From an optimization exercise on the open Yosys and OpenROAD flow, aimed at small area, a short achievable clock period and few clock cycles per item; shortcuts taken in it are not production practice.
The RTL was checked by simulation tests, not by an equivalence proof against the original design.
Power and IR drop assume default switching activity.

## v6
// baud_divisor_search
module baud_divisor_search (
  input  logic        clk,
  input  logic        rst,
  input  logic        cfg_we,
  input  logic [13:0] cfg_wdata,
  input  logic        in_valid,
  output logic        in_stall,
  input  logic [24:0] periph_clock,
  input  logic [20:0] wanted_baud,
  output logic        out_valid,
  input  logic        out_stall,
  output logic [11:0] divisor_mantissa,
  output logic signed [3:0] divisor_exponent,
  output logic        double_speed,
  output logic [15:0] deviation,
  output logic        found
);
export LEC_CHECK = 0
export CAP_MARGIN = 20
export CORE_MARGIN = 2
export CORE_UTILIZATION = 40
export SETUP_SLACK_MARGIN = 5
export SLEW_MARGIN = 20
create_clock -name core_clock -period 10.0 [get_ports {clk}]
run.sh (not shown) runs the stock make flow with config.mk's settings and CLKGATE_MAP_FILE= SYNTH_SCRIPT=/design/flow/synth_recipe.tcl, a recipe that flattens the netlist after the stock synthesis.
Testbench counts of v6, summed over its fixed seeds: cycles 37,287, items 288.
Edits applied to the flow inputs when going from v6 to v7:
--- a/flow/design.v
+++ b/flow/design.v
@@ -35,16 +35,17 @@
   logic [26:0] ph;           
   logic [4:0]  cnt;
   logic [29:0] qs;           
   logic        qz;           
   logic        neg_n;        
   logic        neg_d;        
   logic signed [4:0] j;
   logic [20:0] dv;           
+  logic [22:0] d3;           
   logic [20:0] rr;           
   logic [21:0] rq;           
   logic        rat;          
   logic        cmp;          
   logic        v_n, v_d;     
   logic        eq_n, gt_n, eq_d, gt_d;
   logic        won_n, won_d;  
   logic        pv_n, pv_d;   
@@ -91,29 +92,37 @@
              (k[13:12] == 2'b01 && k[11:7] == 5'd0 && k[6:0] < tm);
     if (j >= 5'sd4) cv_n = pos_ok;
     else if (j >= -5'sd3) cv_n = neg_n && !k_hi && le_n;
     else cv_n = 1'b0;
     if (j >= 5'sd3) cv_d = pos_ok && (j <= 5'sd10);
     else cv_d = neg_d && !k_hi && le_d;
   end
   logic        in1, in0;
-  logic [22:0] trial1, trial0;
-  logic [20:0] rr1, rr2;
+  logic [22:0] xq;
+  logic [23:0] t1, t2, t3;
+  logic [20:0] rr2;
   logic        q1, q0;
   logic [31:0] prod;
   always_comb begin
-    in1    = rat ? rq[21] : pb1;
-    in0    = rat ? rq[20] : pb0;
-    trial1 = {1'b0, rr, in1} - {2'b0, dv};
-    q1     = !trial1[22];
-    rr1    = q1 ? trial1[20:0] : {rr[19:0], in1};
-    trial0 = {1'b0, rr1, in0} - {2'b0, dv};
-    q0     = !trial0[22];
-    rr2    = q0 ? trial0[20:0] : {rr1[19:0], in0};
+    in1 = rat ? rq[21] : pb1;
+    in0 = rat ? rq[20] : pb0;
+    xq  = {rr, in1, in0};
+    t1  = {1'b0, xq} - {3'b0, dv};
+    t2  = {1'b0, xq} - {2'b0, dv, 1'b0};
+    t3  = {1'b0, xq} - {1'b0, d3};
+    if (!t3[23]) begin
+      {q1, q0} = 2'd3;  rr2 = t3[20:0];
+    end else if (!t2[23]) begin
+      {q1, q0} = 2'd2;  rr2 = t2[20:0];
+    end else if (!t1[23]) begin
+      {q1, q0} = 2'd1;  rr2 = t1[20:0];
+    end else begin
+      {q1, q0} = 2'd0;  rr2 = xq[20:0];
+    end
     prod   = {rr[17:0], rq[21:8]} + {rr[14:0], rq[21:8], 3'b000} +
              {rr[13:0], rq[21:8], 4'b0000};
   end
   function automatic logic [1:0] best_pair(input logic [15:0] r, input logic [3:0] c);
     case (c)
       4'd7:    best_pair = 2'b00;
       4'd6:    best_pair = r[15:14];
       4'd5:    best_pair = r[13:12];
@@ -147,16 +156,24 @@
       win_d = cv_d && won_d && tie_d;
     end else begin
       win_n = v_n && !gt_n_nx && (!eq_n_nx || tie_n);
       win_d = v_d && !gt_d_nx && (!eq_d_nx || tie_d);
     end
   end
   logic r_lt_w;
   assign r_lt_w = rq < {1'b0, want};
+  logic [20:0] dv_nx;
+  logic [22:0] d3_nx;
+  always_comb begin
+    if (st == S_CHK) dv_nx = {8'd0, k[12:0]};
+    else if (st == S_MUL) dv_nx = dv;
+    else dv_nx = dv;
+    d3_nx = {2'b00, dv_nx} + {1'b0, dv_nx, 1'b0};
+  end
   logic        tol_ok, none;
   logic [15:0] dev;
   logic signed [4:0] e_out;
   logic [12:0] m_out;
   always_comb begin
     none   = r_n == bds_pkg::RatioNone;
     dev    = r_n - bds_pkg::RatioUnit;
     tol_ok = dev <= {2'b00, tolerance};
@@ -216,16 +233,17 @@
             want   <= wanted_baud;
             dv     <= wanted_baud;
             r_n    <= bds_pkg::RatioNone;
             r_d    <= bds_pkg::RatioNone;
             st     <= (wanted_baud == '0) ? S_SEL : S_PREP;
           end
         end
         S_PREP: begin
+          d3     <= d3_nx;
           qs     <= '0;
           ph     <= {pclk, 2'b00};
           e      <= e_in;
           cnt    <= e_in - 5'd2;   
           if (lin >= 5'd17) begin
             rr  <= {5'd0, pclk[24:9]};
             ptr <= 7'sd8;
             pb1 <= pclk[8];
@@ -266,16 +284,17 @@
             st    <= S_CHK;
           end
         end
         S_CHK: begin
           qz  <= qz_c;
           v_n <= cv_n;
           v_d <= cv_d;
           dv  <= {8'd0, k[12:0]};
+          d3  <= d3_nx;
           rr  <= ph[20:0];
           rq  <= '0;
           ptr <= ptr_nx;
           pb1 <= pb1_nx;
           pb0 <= pb0_nx;
           if (j >= 5'sd3 && brk) st <= S_SEL;
           else if ((cv_n || cv_d) && !dup) st <= S_RDIV;
           if (!(j >= 5'sd3 && brk) && (cv_n || cv_d) && dup && !p_zero) begin
@@ -311,16 +330,17 @@
           end
           eq_n <= 1'b1;  gt_n <= 1'b0;
           eq_d <= 1'b1;  gt_d <= 1'b0;
           cmp  <= 1'b0;
           cnt  <= 5'd1;
           if (rq != '0) st <= S_MUL;
         end
         S_MUL: begin
+          d3       <= d3_nx;
           rr[17:0] <= prod[31:14];
           rq[21:8] <= prod[13:0];
           cnt      <= cnt - 5'd1;
           if (cnt == 5'd0) begin
             cnt <= 5'd8;
             rat <= 1'b1;
             st  <= S_RAT;
           end
## What came out
v7 ends up with higher clock network fraction of design power than v6 does. The final reports for v7 and v6 show synthesized area higher in the former. Going from v6 to v7, number of vias per cell after detailed routing grew by 0.020, final clock period utilization by the worst path shrank by 3.8 points, total length of routed met3 wires grew by about 33%, worst hold margin shrank by 0.013 ns. First-pass detailed-route iteration total ended up 1 higher on v7 than on v6. Compared with v6, count of buffers not belonging to the clock network in the layout in v7 decreased by more than 10%. Final sequential cell count for v7 is higher than for v6.
Testbench counts of v7, summed over its fixed seeds: cycles 37,287, items 288.

==> re-timing with driven ports <==
In the flow no input, the clock included, has a driving cell. The finished layouts below were timed again as built, in two steps.
Step 1, drivers: a clkbuf_16 drives clk and a buf_2 each remaining input, both assumed.
Step 2 adds t to the input delays and takes it off the output delays; t is the mean of the earliest and latest rising clock arrival at the registers after step 1. Input paths then give back, and output paths get back, about the clock's delay inside the block.
Slacks: ideal ports / drivers / drivers and shift; pairs: ideal ports / drivers.
run	t (ns)	setup slack, ns	worst slew at a driven data input, ns
v6	0.635	4.903 / 4.903 / 4.903	0.07
v7	0.639	5.278 / 5.278 / 5.278	0.05
After both steps setup and hold are still met in every run listed.
